Background: an optimization exercise with open tools, aiming at small area, a short achievable clock period and few clock cycles. Do not read the settings as production practice.
Function was checked by simulation only, so behaviour that the tests miss may differ from the original.
Power is estimated from default activity; no workload was simulated.

==> design.v <==
package core_pkg;
    typedef logic [$clog2(16)-1:0] reg_idx_t;
    typedef enum logic [3:0] {
        op_nop  = 4'd0,
        op_add  = 4'd1,
        op_sub  = 4'd2,
        op_and  = 4'd3,
        op_or   = 4'd4,
        op_xor  = 4'd5,
        op_addi = 4'd6,
        op_beq  = 4'd7
    } opcode_e;
    typedef enum logic [1:0] {
        idle,
        wait_mem,
        hold_word
    } fetch_state_e;
    typedef struct packed {
        logic [32-1:0] pc;
        logic [31:0]           instr;
    } iq_entry_t;
    typedef struct packed {
        logic                  valid;
        opcode_e               op;
        reg_idx_t              rd;
        reg_idx_t              rs1;
        reg_idx_t              rs2;
        logic [32-1:0] imm;
        logic [32-1:0] pc;
    } dec_op_t;
    typedef struct packed {
        logic                  valid;
        logic                  writes;
        reg_idx_t              rd;
        logic [32-1:0] data;
        logic [32-1:0] pc;
        logic                  taken;
        logic [32-1:0] target;
    } exe_result_t;
endpackage
`timescale 1ns/1ps
module fetch_unit (
    input  logic                  clk,
    input  logic                  arst_n,
    output logic                  mem_req,
    output logic [32-1:0] mem_pc,
    input  logic                  mem_done,
    input  logic [31:0]           mem_instr,
    output logic                  word_valid,
    output core_pkg::iq_entry_t   word,
    input  logic                  accept,
    input  logic                  flush,
    input  logic [32-1:0] redirect_pc
);
    core_pkg::fetch_state_e state;
    logic [32-1:0]  pc;
    logic                   stale;
    assign mem_pc     = pc;
    assign word_valid = (state == core_pkg::hold_word);
    always_ff @(posedge clk or negedge arst_n) begin
        if (!arst_n) begin
            state   <= core_pkg::idle;
            pc      <= '0;
            stale   <= 1'b0;
            mem_req <= 1'b0;
        end else if (flush) begin
            pc <= redirect_pc;
            if ((state == core_pkg::wait_mem && !mem_done) || mem_req) begin
                stale   <= 1'b1;
                state   <= core_pkg::wait_mem;
                mem_req <= 1'b0;
            end else begin
                stale   <= 1'b0;
                state   <= core_pkg::idle;
                mem_req <= 1'b1;
            end
        end else begin
            mem_req <= 1'b0;
            case (state)
                core_pkg::idle: begin
                    if (mem_req) begin
                        state <= core_pkg::wait_mem;
                    end else begin
                        mem_req <= 1'b1;
                    end
                end
                core_pkg::wait_mem: begin
                    if (mem_done && stale) begin
                        stale   <= 1'b0;
                        state   <= core_pkg::idle;
                        mem_req <= 1'b1;
                    end else if (mem_done) begin
                        state <= core_pkg::hold_word;
                    end
                end
                core_pkg::hold_word: begin
                    if (accept) begin
                        pc      <= pc + 32'(4);
                        state   <= core_pkg::idle;
                        mem_req <= 1'b1;
                    end
                end
                default: state <= core_pkg::idle;
            endcase
        end
    end
    always_ff @(posedge clk) begin
        if (state == core_pkg::wait_mem && mem_done) begin
            word.pc    <= pc;
            word.instr <= mem_instr;
        end
    end
endmodule
`timescale 1ns/1ps
module instr_queue (
    input  logic                clk,
    input  logic                arst_n,
    input  logic                word_valid,
    input  core_pkg::iq_entry_t word,
    output logic                accept,
    input  logic                hold,
    output logic                issue_valid,
    output core_pkg::iq_entry_t issue_entry,
    input  logic                flush
);
    localparam int idx_w = $clog2(8);
    logic [32-1:0] slot_pc    [8];
    logic [31:0]           slot_instr [8];
    logic [idx_w:0] head;
    logic [idx_w:0] tail;
    logic [idx_w:0] used;
    logic           empty;
    logic           full;
    logic           can_issue;
    assign used      = tail - head;
    assign empty     = (head == tail);
    assign full      = (used == 8 - 1);
    assign can_issue = !empty && !hold;
    assign accept = word_valid && !full && !flush;
    always_ff @(posedge clk or negedge arst_n) begin
        if (!arst_n) begin
            head        <= '0;
            tail        <= '0;
            issue_valid <= 1'b0;
        end else if (flush) begin
            head        <= '0;
            tail        <= '0;
            issue_valid <= 1'b0;
        end else begin
            if (accept) begin
                tail <= tail + 1'b1;
            end
            if (can_issue) begin
                head <= head + 1'b1;
            end
            issue_valid <= can_issue;
        end
    end
    always_ff @(posedge clk) begin
        if (accept) begin
            slot_pc[tail[idx_w-1:0]]    <= word.pc;
            slot_instr[tail[idx_w-1:0]] <= word.instr;
        end
        if (can_issue) begin
            issue_entry.pc    <= slot_pc[head[idx_w-1:0]];
            issue_entry.instr <= slot_instr[head[idx_w-1:0]];
        end
    end
endmodule
`timescale 1ns/1ps
module decode_stage (
    input  logic                clk,
    input  logic                arst_n,
    input  logic                issue_valid,
    input  core_pkg::iq_entry_t issue_entry,
    input  logic                flush,
    output core_pkg::dec_op_t   dec
);
    core_pkg::dec_op_t nxt;
    always_comb begin
        nxt       = '0;
        nxt.valid = issue_valid;
        nxt.rd    = issue_entry.instr[27:24];
        nxt.rs1   = issue_entry.instr[23:20];
        nxt.rs2   = issue_entry.instr[19:16];
        nxt.imm   = {{(32-16){issue_entry.instr[15]}}, issue_entry.instr[15:0]};
        nxt.pc    = issue_entry.pc;
        nxt.op    = core_pkg::op_nop;
        case (issue_entry.instr[31:28])
            core_pkg::op_add, core_pkg::op_sub, core_pkg::op_and,
            core_pkg::op_or, core_pkg::op_xor, core_pkg::op_addi,
            core_pkg::op_beq: begin
                nxt.op = core_pkg::opcode_e'(issue_entry.instr[31:28]);
            end
            default: ;
        endcase
    end
    always_ff @(posedge clk or negedge arst_n) begin
        if (!arst_n) begin
            dec <= '0;
        end else begin
            dec <= nxt;
            if (flush) begin
                dec.valid <= 1'b0;
            end
        end
    end
endmodule
`timescale 1ns/1ps
module execute_stage (
    input  logic                  clk,
    input  logic                  arst_n,
    input  core_pkg::dec_op_t     dec,
    output core_pkg::reg_idx_t    rf_raddr_a,
    output core_pkg::reg_idx_t    rf_raddr_b,
    input  logic [32-1:0] rf_rdata_a,
    input  logic [32-1:0] rf_rdata_b,
    input  core_pkg::exe_result_t res,
    input  logic                  flush,
    output core_pkg::exe_result_t exe
);
    logic [32-1:0] opa;
    logic [32-1:0] opb;
    core_pkg::exe_result_t nxt;
    assign rf_raddr_a = dec.rs1;
    assign rf_raddr_b = dec.rs2;
    assign opa = (res.valid && res.writes && res.rd == dec.rs1) ? res.data : rf_rdata_a;
    assign opb = (res.valid && res.writes && res.rd == dec.rs2) ? res.data : rf_rdata_b;
    always_comb begin
        nxt        = '0;
        nxt.valid  = dec.valid;
        nxt.rd     = dec.rd;
        nxt.pc     = dec.pc;
        nxt.target = dec.pc + (dec.imm << 2);
        case (dec.op)
            core_pkg::op_add:  nxt.data = opa + opb;
            core_pkg::op_sub:  nxt.data = opa - opb;
            core_pkg::op_and:  nxt.data = opa & opb;
            core_pkg::op_or:   nxt.data = opa | opb;
            core_pkg::op_xor:  nxt.data = opa ^ opb;
            core_pkg::op_addi: nxt.data = opa + dec.imm;
            core_pkg::op_beq:  nxt.taken = (opa == opb);
            default: ;
        endcase
        nxt.writes = (dec.op != core_pkg::op_nop) && (dec.op != core_pkg::op_beq) &&
                     (dec.rd != '0);
    end
    always_ff @(posedge clk or negedge arst_n) begin
        if (!arst_n) begin
            exe <= '0;
        end else begin
            exe <= nxt;
            if (flush) begin
                exe.valid <= 1'b0;
            end
        end
    end
endmodule
`timescale 1ns/1ps
module result_stage (
    input  logic                  clk,
    input  logic                  arst_n,
    input  core_pkg::exe_result_t exe,
    input  core_pkg::reg_idx_t    rf_raddr_a,
    input  core_pkg::reg_idx_t    rf_raddr_b,
    output logic [32-1:0] rf_rdata_a,
    output logic [32-1:0] rf_rdata_b,
    output logic                  flush,
    output logic [32-1:0] redirect_pc,
    output logic                  wb_valid,
    output core_pkg::reg_idx_t    wb_rd,
    output logic [32-1:0] wb_data,
    output logic [32-1:0] wb_pc
);
    logic [32-1:0] rf [16];
    assign rf_rdata_a = (rf_raddr_a == '0) ? '0 : rf[rf_raddr_a];
    assign rf_rdata_b = (rf_raddr_b == '0) ? '0 : rf[rf_raddr_b];
    assign flush       = exe.valid && exe.taken;
    assign redirect_pc = exe.target;
    always_ff @(posedge clk or negedge arst_n) begin
        if (!arst_n) begin
            wb_valid <= 1'b0;
        end else begin
            wb_valid <= exe.valid && exe.writes;
        end
    end
    always_ff @(posedge clk) begin
        if (exe.valid && exe.writes) begin
            rf[exe.rd] <= exe.data;
        end
        wb_rd   <= exe.rd;
        wb_data <= exe.data;
        wb_pc   <= exe.pc;
    end
endmodule
`timescale 1ns/1ps
module core_top (
    input  logic                  clk,
    input  logic                  arst_n,
    input  logic                  hold,
    input  logic                  mem_done,
    input  logic [31:0]           mem_instr,
    output logic                  mem_req,
    output logic [32-1:0] mem_pc,
    output logic                  wb_valid,
    output core_pkg::reg_idx_t    wb_rd,
    output logic [32-1:0] wb_data,
    output logic [32-1:0] wb_pc
);
    logic                  word_valid;
    core_pkg::iq_entry_t   word;
    logic                  accept;
    logic                  issue_valid;
    core_pkg::iq_entry_t   issue_entry;
    logic                  flush;
    logic [32-1:0] redirect_pc;
    core_pkg::dec_op_t     dec;
    core_pkg::exe_result_t exe;
    core_pkg::reg_idx_t    rf_raddr_a;
    core_pkg::reg_idx_t    rf_raddr_b;
    logic [32-1:0] rf_rdata_a;
    logic [32-1:0] rf_rdata_b;
    fetch_unit u_fetch (.clk, .arst_n, .mem_req, .mem_pc, .mem_done, .mem_instr,
                        .word_valid, .word, .accept, .flush, .redirect_pc);
    instr_queue u_queue (.clk, .arst_n, .word_valid, .word, .accept, .hold,
                         .issue_valid, .issue_entry, .flush);
    decode_stage u_decode (.clk, .arst_n, .issue_valid, .issue_entry, .flush, .dec);
    execute_stage u_execute (.clk, .arst_n, .dec, .rf_raddr_a, .rf_raddr_b,
                             .rf_rdata_a, .rf_rdata_b, .res(exe), .flush, .exe);
    result_stage u_result (.clk, .arst_n, .exe, .rf_raddr_a, .rf_raddr_b, .rf_rdata_a,
                           .rf_rdata_b, .flush, .redirect_pc, .wb_valid, .wb_rd,
                           .wb_data, .wb_pc);
endmodule
==> run.sh <==
#!/bin/bash
# synth_recipe.tcl (not shown) runs the flow's synth.tcl, then flattens the netlist and writes it again
# the make line also repeats each setting of config.mk as NAME=value (left out here)
make -C /OpenROAD-flow-scripts/flow DESIGN_CONFIG=/design/flow/config.mk WORK_HOME=/design/flow/orfs CLKGATE_MAP_FILE= SYNTH_SCRIPT=/design/flow/synth_recipe.tcl finish
==> config.mk <==
export PLATFORM = sky130hd
export DESIGN_NAME = core_top
export DESIGN_NICKNAME = core_top
export VERILOG_FILES = /design/flow/design.v
export SDC_FILE = /design/flow/constraint.sdc
export NUM_CORES = 4
export LEC_CHECK = 0
export CAP_MARGIN = 20
export CORE_MARGIN = 2
export CORE_UTILIZATION = 40
export SLEW_MARGIN = 20
==> constraint.sdc <==
create_clock -name core_clock -period 6.5 [get_ports {clk}]
set_input_delay 1.3000 -clock core_clock [delete_from_list [all_inputs] [get_ports {clk}]]
set_output_delay 1.3000 -clock core_clock [all_outputs]
set_load 0.01 [all_outputs]
==> results_tabular.tex, run 1 <==
\begin{tabular}{lr}
\hline
Metric & Value \\
\hline
\multicolumn{2}{l}{\textbf{Setup path}} \\
\quad Start of the worst register-to-register path & u\_decode.dec[64] \\
\quad Cell depth of the worst flop-to-flop path & 14 \\
\quad Startpoint type of the worst setup path & flop \\
\quad Worst Setup End Kind & flop \\
\quad Worst endpoint data arrival time & roughly 6.3 ns \\
\quad Path type of the worst setup path & reg -> reg \\
\quad CP Depth & 14 \\
\quad CP Data Required Time & about 7.2 ns \\
\quad Maximum fanout encountered on the critical timing path & 36 \\
\quad Buffer and inverter count on the worst path & 0 \\
\quad First element of the critical path & u\_decode.dec[64] \\
\quad Maximum single-stage delay on the critical path & between 0.9 and 1 ns \\
\quad CP max-delay cell & dfrtp\_4 \\
\quad Flop2flop setup slack & 0.85 ns \\
\quad Cells traversed along the worst timing path & mux4\_2 -> mux4\_2 -> a22o\_1 -> mux2\_2 -> ha\_1 -> fa\_1 -> a21o\_1 -> a221o\_1 -> a31o\_1 -> a311o\_1 -> a31oi\_1 -> o21ai\_1 -> mux2i\_1 -> a221o\_1 \\
\quad Top Family by Delay on Critical Path & compound AO/OA/AOI/OAI gates \\
\multicolumn{2}{l}{\textbf{Synth}} \\
\quad Fraction of registers with async set/reset & 0.148 \\
\quad Primary FF master, synth & edfxtp\_1 \\
\quad Most frequently used cell type in the post-synthesis netlist & edfxtp\_1 \\
\quad Proportion of synthesized chip area in sequential cells & 0.669 \\
\quad Commonest cells in the netlist & edfxtp\_1, mux4\_2, nand2\_1, dfrtp\_1, ha\_1 \\
\quad Syn. warnings & 5 \\
\quad Number of instances in the synthesized netlist & 3551 \\
\quad Share of the synthesized area in the top cell type & 0.561 \\
\quad Top cells by area, synth & edfxtp\_1, mux4\_2, dfrtp\_1 \\
\quad Post-synth EDFFs & 1152 \\
\quad Cell type contributing the most total cell area after synthesis & edfxtp\_1 \\
\quad Synthesized area divided by synthesized cell count & 17.4 sq um \\
\quad Number of distinct library cells after synthesis & 80 \\
\quad Total of flip-flops plus latches after synthesis & 1432 \\
\quad Synth Cell Area & 61700 sq um \\
\multicolumn{2}{l}{\textbf{Clock tree}} \\
\quad Clock sink count & 1432 \\
\quad Register clock-pin slew on the reported worst setup and hold paths & 0.06 ns \\
\quad Post\_cts resized & 0 \\
\quad Post-CTS setup-driven buffer insertion count & 0 \\
\quad Clock tree buffer depth & 3 \\
\quad Clock insertion delay at the later pin of the skew report & 0.80 ns \\
\quad Clock buffer count from CTS & about 150 \\
\quad Clock tree from TritonCTS & done \\
\quad Post-CTS Hold Buffers & 0 \\
\quad Maximum level of the CTS H-tree & 4 \\
\quad Clock tree root driver cell & clkbuf\_16 \\
\multicolumn{2}{l}{\textbf{GRT}} \\
\quad Aggregate global-route resource usage & 0.198 \\
\quad First-pass GRT wire length & 230000 um \\
\quad Via count of the first global-routing pass & 35100 \\
\quad Initial antenna violation count & 6 \\
\quad Pin count of the biggest net entering global routing & 98 \\
\quad Leftover overflow at the end of global routing & 0 \\
\multicolumn{2}{l}{\textbf{STA}} \\
\quad Max\_slew headroom & 0.257 \\
\quad Count of final setup violators & 0 \\
\quad Transition at the pin with the smallest max-transition slack & 1.11 ns \\
\quad Hold violation count in the final report & 0 \\
\quad RSZ-0062 raised after global routing & no \\
\quad Clock period minus worst slack & 5.65 ns \\
\quad Post-route fraction of the period consumed by the critical path & 0.870 \\
\quad Pins over their slew limit & 0 \\
\quad Achievable clock frequency & 177 MHz \\
\quad Sum Neg Setup Slack & 0 ns \\
\quad Clk\_skew & 0.0472 ns \\
\multicolumn{2}{l}{\textbf{Min path}} \\
\quad Hold path startpoint & u\_execute.exe[58] \\
\quad Number of cells on the worst hold path & 0 \\
\quad Type of the most critical hold path & reg -> reg \\
\multicolumn{2}{l}{\textbf{Placement}} \\
\quad Half-perimeter wire length after detailed placement & 90900 um \\
\quad Gp weighted congestion & $\sim$0.9 \\
\quad Port Buf Inserts & about 140 \\
\multicolumn{2}{l}{\textbf{Die}} \\
\quad Core Region & 154000 sq um \\
\quad Boundary pin count & about 140 \\
\quad Die area & 157000 sq um \\
\quad \# rows & around 140 \\
\quad Initial core utilization & 0.402 \\
\quad Die height & 397 um \\
\quad Die extent in x & approximately 400 um \\
\multicolumn{2}{l}{\textbf{Detailed routing}} \\
\quad Total DRC errors in the routed layout & 0 \\
\quad Pre-Repair DR Iteration Count & 8 \\
\quad Wire length per cell after detailed routing & 26.2 um \\
\quad Routed wire length & 155000 um \\
\quad Via count & roughly 34000 \\
\quad Routed Antenna Nets & 0 \\
\quad First-iteration detailed-routing DRC count & 3341 \\
\quad Avg Vias per Cell & $\sim$5.7 \\
\multicolumn{2}{l}{\textbf{Pwr}} \\
\quad Switching part of the total power & 0.386 \\
\quad Areal power density over the cells & 589 nW/um\^{}2 \\
\quad Sequential cell fraction of total power & 0.328 \\
\quad Combinational cell fraction of total power & 0.458 \\
\quad Maximum ir drop on the vdd rail & 0.000407 V \\
\quad Relative contribution of the clock network to total power & 0.215 \\
\quad Net Sw Power & between 15000 and 20000 uW \\
\quad Leakage power total & between 0.02 and 0.025 uW \\
\quad Internal power summed over all cells & between 20000 and 30000 uW \\
\multicolumn{2}{l}{\textbf{Final layout}} \\
\quad Area growth, synth to finish & 15.4\% \\
\quad Net count reported at finish & roughly 3900 \\
\quad Combined flip-flop and latch cell area & 41300 sq um \\
\quad Share of final-layout standard cells stronger than drive strength 1 & 0.216 \\
\quad Combined area of the multi-input logic cells & between 15000 and 20000 sq um \\
\quad Final standard cell utilization of the core & 0.463 \\
\quad Fill cell total of the finished layout & 13000 \\
\multicolumn{2}{l}{\textbf{Run}} \\
\quad MaxCap Viol Count & 0 \\
\multicolumn{2}{l}{\textbf{Run status}} \\
\quad Status & no timing/DRC/antenna violations \\
\hline
\end{tabular}
-- logic make-up (layout without fill, tap and decap cells) --
group	Yosys count	after routing	synth area share
flops	1432	1432	0.669
simple gates	610	610	0.0438
compound gates	481	481	0.0534
mux	469	469	0.167
buf+inv	288	606	0.0185
fa+ha+maj	165	165	0.0339
xor+xnor	105	105	0.0149
other cells	1	2	0.0000608
-- flip-flops by register name (all words and copies together), names as in the netlist, 2 cells and up --
name and flops:
u_result.rf 512, u_result.wb_data 32, u_queue.slot_pc 256, u_queue.slot_instr 256, u_execute.exe 101, u_decode.dec 65
u_queue.tail 4, u_result.wb_rd 4, u_result.wb_pc 32, u_fetch.pc 32, u_queue.head 4, u_queue.issue_entry 64
u_fetch.word 64, u_fetch.state 2
-- metrics by stage --
step	worst slack [ns]	hold slack [ns]	area, sq um	std cells	total power (uW)
6_report	0.845	0.336	71200	5914	41900
5_1_grt	0.507	0.344	71200	5913	44400
4_1_cts	0.839	0.339	71200	5913	42100
3_5_place_dp	0.838	0.327	65900	5624	32900
3_3_place_gp	0.886	0.327	65900	5623	32800
2_1_floorplan	0.547	0.324	61700	3551	27100
-- cells in the final DEF, fill, tap and decap left out, types with 10 or more instances in the layout --
master and count:
edfxtp_1 1152, mux4_2 446, nand2_1 298, dfrtp_1 201, ha_1 161, clkbuf_16 156
clkdlybuf4s50_1 136, nor2_1 110, inv_1 103, o21ai_0 103, a21oi_1 97, dfxtp_1 68
a22o_1 64, buf_4 64, xnor2_1 59, xor2_1 46, nand3_1 40, a21o_1 35
clkbuf_1 30, clkinv_2 26, o21a_1 25, a221oi_1 22, clkinv_1 21, nor2_4 20
nand4_1 19, clkbuf_8 18, nor2b_1 17, and3_1 16, bufinv_16 16, a211oi_1 15
o21bai_1 15, nor3_1 15, mux2_2 14, nand2b_1 13, o211ai_1 13, and2_1 11
buf_12 11, a31oi_1 10
-- path summary, 6_finish.rpt --
path	endpoint
worst max-delay path	u_execute.exe[91]
worst min-delay path	u_result.wb_pc[25]
worst max register to register	u_execute.exe[91]
worst min register to register	u_result.wb_pc[25]
max in group asynchronous	u_decode.dec[28]
min in group asynchronous	u_execute.exe[43]
-- layout make-up --
type | count | area share
Multi-Input combinational cell | 1831 | 0.275
Clock buffer | 204 | 0.0599
Timing Repair Buffer | 213 | 0.0296
Antenna cell | 1 | 0.0000351
Inverter | 104 | 0.00548
Tap cell | 2044 | 0.0359
Sequential cell | 1432 | 0.580
Clock inverter | 85 | 0.0144
-- layer usage --
layer  global-route usage  up-vias  part of all wire
met2                0.311     1169              0.47
met1                0.284    17900              0.44
met4               0.0581        0             0.025
met5                    0        -                 0
li1                     -    14500                 -
met3               0.0347      229             0.064
-- power by group through the flow --
stage	clock network [uW]	registers, uW	logic [uW]
floorplan	0	12900	14200
global placement	0	13900	18900
detailed placement	0	14000	18900
CTS	9190	13800	19100
global route	9560	14000	20900
finish	9000	13700	19200
Testbench counts, summed over its fixed seeds: cycles 61,679.
==> run 2: changes to the inputs <==
==> design.v (replaced) <==
`timescale 1ns/1ps
module core_top (
    input  logic                  clk,
    input  logic                  arst_n,
    input  logic                  hold,
    input  logic                  mem_done,
    input  logic [31:0]           mem_instr,
    output logic                  mem_req,
    output logic [32-1:0] mem_pc,
    output logic                  wb_valid,
    output logic [3:0]            wb_rd,
    output logic [32-1:0] wb_data,
    output logic [32-1:0] wb_pc
);
    logic        started;    
    logic        outst;      
    logic        stale;      
    logic        pend;       
    logic [31:2] req_pc;     
    logic [31:2] nxt_pc;     
    logic        iv;         
    logic        i_we;       
    logic        i_br;       
    logic        i_sub;
    logic [1:0]  i_fn;       
    logic [3:0]  i_rd;
    logic [31:0] opa;
    logic [31:0] opb;        
    logic [31:2] i_pc;
    logic [31:2] i_tgt;      
    logic [31:0] rf [1:15];
    logic        ex;
    logic        eq;
    logic        tk_sel;
    logic        taken;
    logic [31:0] sum;
    logic [31:0] res;
    assign ex     = iv && !hold;
    assign eq     = (opa == opb);
    assign tk_sel = iv && i_br && eq;
    assign taken  = tk_sel && !hold;
    assign sum    = opa + (opb ^ {32{i_sub}}) + {31'd0, i_sub};
    always_comb begin
        case (i_fn)
            2'd0:    res = sum;
            2'd1:    res = opa & opb;
            2'd2:    res = opa | opb;
            default: res = opa ^ opb;
        endcase
    end
    logic        arr;        
    logic        blocked;    
    logic        acc;        
    logic [31:2] pc_sel;
    assign arr     = mem_done && outst;
    assign blocked = iv && hold;
    assign acc     = arr && !stale && !blocked && !tk_sel;
    assign pc_sel  = tk_sel ? i_tgt : nxt_pc;
    assign mem_req = (arr || pend) && !blocked;
    assign mem_pc  = {pc_sel, 2'b00};
    always_ff @(posedge clk or negedge arst_n) begin
        if (!arst_n) begin
            started <= 1'b0;
            outst   <= 1'b0;
            stale   <= 1'b0;
            pend    <= 1'b0;
            req_pc  <= '0;
            nxt_pc  <= '0;
        end else begin
            started <= 1'b1;
            if (!started) begin
                pend <= 1'b1;
            end else if (mem_req) begin
                outst  <= 1'b1;
                stale  <= 1'b0;
                pend   <= 1'b0;
                req_pc <= pc_sel;
                nxt_pc <= pc_sel + 30'd1;
            end else if (arr || pend) begin
                outst <= 1'b0;
                stale <= 1'b0;
                pend  <= 1'b1;
                if (arr && !stale) nxt_pc <= req_pc;
            end else if (taken) begin
                stale  <= 1'b1;
                nxt_pc <= i_tgt;
            end
        end
    end
    logic [3:0]  f_op;
    logic [3:0]  f_rd;
    logic [3:0]  f_rs1;
    logic [3:0]  f_rs2;
    logic [31:0] f_imm;
    logic        f_alu;
    logic [31:0] rd1;
    logic [31:0] rd2;
    assign f_op  = mem_instr[31:28];
    assign f_rd  = mem_instr[27:24];
    assign f_rs1 = mem_instr[23:20];
    assign f_rs2 = mem_instr[19:16];
    assign f_imm = {{16{mem_instr[15]}}, mem_instr[15:0]};
    assign f_alu = (f_op >= 4'd1) && (f_op <= 4'd6);
    always_comb begin
        rd1 = (f_rs1 == 4'd0) ? 32'd0 : rf[f_rs1];
        rd2 = (f_rs2 == 4'd0) ? 32'd0 : rf[f_rs2];
        if (ex && i_we && i_rd == f_rs1) rd1 = res;
        if (ex && i_we && i_rd == f_rs2) rd2 = res;
    end
    always_ff @(posedge clk or negedge arst_n) begin
        if (!arst_n) begin
            iv <= 1'b0;
        end else if (acc) begin
            iv <= 1'b1;
        end else if (ex) begin
            iv <= 1'b0;
        end
    end
    always_ff @(posedge clk) begin
        if (acc) begin
            i_we  <= f_alu && (f_rd != 4'd0);
            i_br  <= (f_op == 4'd7);
            i_sub <= (f_op == 4'd2);
            case (f_op)
                4'd3:    i_fn <= 2'd1;
                4'd4:    i_fn <= 2'd2;
                4'd5:    i_fn <= 2'd3;
                default: i_fn <= 2'd0;
            endcase
            i_rd  <= f_rd;
            opa   <= rd1;
            opb   <= (f_op == 4'd6) ? f_imm : rd2;
            i_pc  <= req_pc;
            i_tgt <= req_pc + f_imm[29:0];
        end
    end
    always_ff @(posedge clk or negedge arst_n) begin
        if (!arst_n) begin
            wb_valid <= 1'b0;
        end else begin
            wb_valid <= ex && i_we;
        end
    end
    always_ff @(posedge clk) begin
        wb_rd   <= i_rd;
        wb_data <= res;
        wb_pc   <= {i_pc, 2'b00};
        if (ex && i_we) begin
            rf[i_rd] <= res;
        end
    end
endmodule
==> run 2 against run 1 <==
  * Total power fell by 65%
  * First-iteration DRC count fell by 18%
  * Non-clock buffer count fell by 22
  * Via count fell by 27%
  * Die area fell by 38%
  * Maximum frequency fell by 0.98%
  * Register-to-register slack improved by 0.55 ns
  * Worst setup slack got worse by 0.056 ns
  * Synthesized cell count fell by 22%
  * Highest routed layer is now met5
==> results_tabular.tex, run 2 <==
\begin{tabular}{lr}
\hline
Metric & Value \\
\hline
\multicolumn{2}{l}{\textbf{Synth}} \\
\quad Post-synth EDFFs & 613 \\
\quad Syn. warnings & 1 \\
\quad Fraction of registers with async set/reset & 0.0886 \\
\quad Primary FF master, synth & edfxtp\_1 \\
\quad Synthesized area divided by synthesized cell count & around 14 sq um \\
\quad Number of distinct library cells after synthesis & 81 \\
\quad Cell type contributing the most total cell area after synthesis & edfxtp\_1 \\
\quad Number of instances in the synthesized netlist & 2767 \\
\quad Top cells by area, synth & edfxtp\_1, mux4\_2, dfrtp\_1 \\
\quad Synth Cell Area & 38300 sq um \\
\quad Total of flip-flops plus latches after synthesis & roughly 750 \\
\quad Proportion of synthesized chip area in sequential cells & 0.559 \\
\quad Most frequently used cell type in the post-synthesis netlist & edfxtp\_1 \\
\quad Share of the synthesized area in the top cell type & 0.481 \\
\quad Commonest cells in the netlist & edfxtp\_1, mux4\_2, nand2\_1, inv\_1, nor2\_1 \\
\multicolumn{2}{l}{\textbf{Setup path}} \\
\quad Maximum single-stage delay on the critical path & between 0.8 and 0.9 ns \\
\quad Worst endpoint data arrival time & around 4.4 ns \\
\quad Path type of the worst setup path & reg -> out \\
\quad CP Data Required Time & 5.20 ns \\
\quad Critical Path Most Common Cell & inv\_1 \\
\quad CP max-delay cell & nor3\_4 \\
\quad Maximum fanout encountered on the critical timing path & 18 \\
\quad Startpoint type of the worst setup path & flop \\
\quad Cells traversed along the worst timing path & inv\_1 -> ha\_1 -> nor4\_2 -> nand3\_2 -> nor3\_4 -> mux2i\_1 -> inv\_1 -> clkdlybuf4s50\_1 \\
\quad Flop2flop setup slack & 1.40 ns \\
\quad Worst Setup End Kind & output pin \\
\quad Cell depth of the worst flop-to-flop path & 11 \\
\quad Start of the worst register-to-register path & i\_sub \\
\quad Worst reg2reg path endpoint & rf[9][26] \\
\multicolumn{2}{l}{\textbf{GRT}} \\
\quad Initial antenna violation count & 4 \\
\quad Leftover overflow at the end of global routing & 0 \\
\quad First-pass GRT wire length & 165000 um \\
\quad Aggregate global-route resource usage & 0.224 \\
\quad Via count of the first global-routing pass & 25300 \\
\quad Pin count of the biggest net entering global routing & 103 \\
\multicolumn{2}{l}{\textbf{Placement}} \\
\quad Cell Area, Placed & 41200 sq um \\
\quad Gp weighted congestion & 0.889 \\
\quad Half-perimeter wire length after detailed placement & between 70000 and 80000 um \\
\quad Port Buf Inserts & 133 \\
\multicolumn{2}{l}{\textbf{STA}} \\
\quad Post-route fraction of the period consumed by the critical path & 0.879 \\
\quad Clock period minus worst slack & approximately 5.7 ns \\
\quad Achievable clock frequency & roughly 180 MHz \\
\quad Count of final setup violators & 0 \\
\quad RSZ-0062 raised after global routing & no \\
\quad Hold violation count in the final report & 0 \\
\quad Pins over their slew limit & 0 \\
\quad Transition at the pin with the smallest max-transition slack & 1.10 ns \\
\quad Max\_slew headroom & 0.266 \\
\quad Sum Neg Setup Slack & 0 ns \\
\quad Clk\_skew & 0.0256 ns \\
\multicolumn{2}{l}{\textbf{Pwr}} \\
\quad Relative contribution of the clock network to total power & 0.327 \\
\quad Internal power summed over all cells & 10200 uW \\
\quad Switching part of the total power & 0.309 \\
\quad Maximum ir drop on the vdd rail & approximately 0.00022 V \\
\quad Leakage power total & 0.0159 uW \\
\quad Combinational cell fraction of total power & 0.240 \\
\quad Net Sw Power & 4570 uW \\
\quad Sequential cell fraction of total power & 0.433 \\
\quad Areal power density over the cells & between 300 and 400 nW/um\^{}2 \\
\multicolumn{2}{l}{\textbf{Clock tree}} \\
\quad Clock tree root driver cell & clkbuf\_16 \\
\quad Post-CTS setup-driven buffer insertion count & 0 \\
\quad Post\_cts resized & 0 \\
\quad Clock tree buffer depth & 3 \\
\quad Post-CTS Hold Buffers & 0 \\
\quad Maximum level of the CTS H-tree & 3 \\
\quad Clock buffer count from CTS & 84 \\
\quad Clock sink count & 745 \\
\quad Clock tree from TritonCTS & done \\
\quad Register clock-pin slew on the reported worst setup and hold paths & 0.06 ns \\
\quad Clock insertion delay at the later pin of the skew report & 0.67 ns \\
\multicolumn{2}{l}{\textbf{Min path}} \\
\quad Type of the most critical hold path & reg -> reg \\
\quad Number of cells on the worst hold path & 0 \\
\quad Hold path startpoint & i\_pc[2] \\
\quad Endpoint with the worst hold slack & wb\_pc[2] \\
\multicolumn{2}{l}{\textbf{Final layout}} \\
\quad Net count reported at finish & 3056 \\
\quad Number of diodes & 0 \\
\quad Share of final-layout standard cells stronger than drive strength 1 & 0.177 \\
\quad Largest register FFs & 480 \\
\quad Final design instance area without fill & around 44000 sq um \\
\quad Area growth, synth to finish & 15.0\% \\
\quad Fill cell total of the finished layout & around 8200 \\
\quad Most common cell after layout, fill and taps aside & edfxtp\_1 \\
\quad Largest register by flop count & rf \\
\quad Most frequent cells in the layout & edfxtp\_1, mux4\_2, nand2\_1 \\
\multicolumn{2}{l}{\textbf{Die}} \\
\quad \# rows & approximately 110 \\
\quad Die height & 313 um \\
\quad Die area & 98200 sq um \\
\quad Die extent in x & 313 um \\
\quad Core Region & 94900 sq um \\
\quad Initial core utilization & 0.403 \\
\quad Boundary pin count & $\sim$140 \\
\multicolumn{2}{l}{\textbf{Detailed routing}} \\
\quad Pre-Repair DR Iteration Count & 6 \\
\quad Wire length per cell after detailed routing & between 20 and 30 um \\
\quad Via count & 24800 \\
\quad Routed wire length & 110000 um \\
\quad Total DRC errors in the routed layout & 0 \\
\quad Avg Vias per Cell & a little under 6 \\
\quad Routed Antenna Nets & 0 \\
\quad First-iteration detailed-routing DRC count & between 2000 and 3000 \\
\multicolumn{2}{l}{\textbf{Run status}} \\
\quad Status & no timing/DRC/antenna violations \\
\multicolumn{2}{l}{\textbf{Run}} \\
\quad MaxCap Viol Count & 0 \\
\hline
\end{tabular}
==> run 2: cell count changes in the layout (fill, tap and decap cells not counted), moves of 30 or more <==
cell	change
edfxtp_1	-539
mux4_2	-179
dfrtp_1	-135
nand2_1	-118
mux2i_1	+94
clkbuf_16	-69
inv_1	+69
a22o_1	-62
a21oi_1	+57
nor2_1	+50
ha_1	-30
==> run 2: layout make-up <==
cell class / instances / area, sq um / area share
Clock inverter: 55 / 538 / 0.0122
Sequential cell: 745 / 21400 / 0.486
Inverter: 174 / 653 / 0.0148
Multi-Input combinational cell: 1691 / 15800 / 0.358
Timing Repair Buffer: 191 / 1840 / 0.0418
Tap cell: 1265 / 1580 / 0.0360
Clock buffer: 100 / 2270 / 0.0515
==> run 2: power groups by stage <==
stage | clock network [uW] | registers, uW | logic, uW
after floorplan | 0 | 6350 | 2240
after global placement | 0 | 6480 | 3460
after detailed placement | 0 | 6490 | 3530
after CTS | 4920 | 6400 | 3550
after global routing | 5120 | 6450 | 3890
final | 4830 | 6400 | 3550
==> run 2: worst max-delay path, delay by kind of cell, from the launching register on <==
| family | cells | cell delay [ns] |
|---|---|---|
| simple gates | 3 | 1.68 |
| flops | 1 | 0.40 |
| mux | 1 | 0.55 |
| buf+inv | 3 | 0.77 |
| fa+ha+maj | 1 | 0.32 |
==> run 2: metal layers <==
layer / wire length [um] / vias up / track usage
met5: 25 / - / 0
met4: 2860 / 4 / 0.0687
met3: 7120 / 170 / 0.0312
met2: 52300 / 963 / 0.364
met1: 47500 / 12800 / 0.314
li1: - / 10900 / -
==> run 2: through the flow <==
step | hold WS (ns) | worst slack, ns | utilization | std cells | power (uW)
detailed placement | 0.327 | 1.50 | 0.434 | 4066 | 10000
finish | 0.338 | 0.789 | 0.464 | 4221 | 14800
CTS | 0.336 | 0.776 | 0.464 | 4221 | 14900
global placement | 0.324 | 1.53 | 0.434 | 4065 | 9940
global route | 0.338 | 0.577 | 0.464 | 4221 | 15500
floorplan | 0.323 | 0.932 | - | 2770 | 8590
==> run 2: worst max-delay path by stage <==
stage / to / slack [ns] / depth (start not counted) / startpoint
6_report: mem_pc[5] / 0.79 / 8 / opa[25]
5_1_grt: mem_pc[5] / 0.58 / 8 / opa[25]
4_1_cts: mem_pc[5] / 0.78 / 8 / opa[25]
3_5_place_dp: mem_pc[5] / 1.50 / 8 / opa[25]
3_3_place_gp: mem_pc[5] / 1.53 / 8 / opa[25]
2_1_floorplan: i_br / 0.93 / 4 / hold
==> run 2: logic make-up after synthesis <==
| kind of cell | synth area share |
|---|---|
| flops | 0.559 |
| xor+xnor | 0.0245 |
| mux | 0.186 |
| other cells | 0.000196 |
| compound gates | 0.0828 |
| fa+ha+maj | 0.0439 |
| simple gates | 0.0702 |
| buf+inv | 0.0340 |
Testbench counts of run 2, summed over its fixed seeds: cycles 27,652.

==> what the ideal ports hide <==
How much do the figures lean on ideal ports? The routed layouts below were timed once more, with nothing changed but the port constraints. Step 1: set_driving_cell puts a clkbuf_16 on clk and a buf_2 on each other input, an assumption about the parent block. Step 2 times the ports against the registers' clock, not the clock port: input delays grow and output delays shrink by t, the midpoint of the rising clock arrivals with the driver on. Three values: ideal ports, drivers, drivers and shift; two values: the first two.
run | t (ns) | slack for setup (ns) | worst setup path after step 2
run 1 | 0.855 | 0.845 / 0.845 / 0.845 | register to register
run 2 | 0.724 | 0.789 / 0.720 / 1.401 | register to register
After both steps every run listed still meets setup and hold.
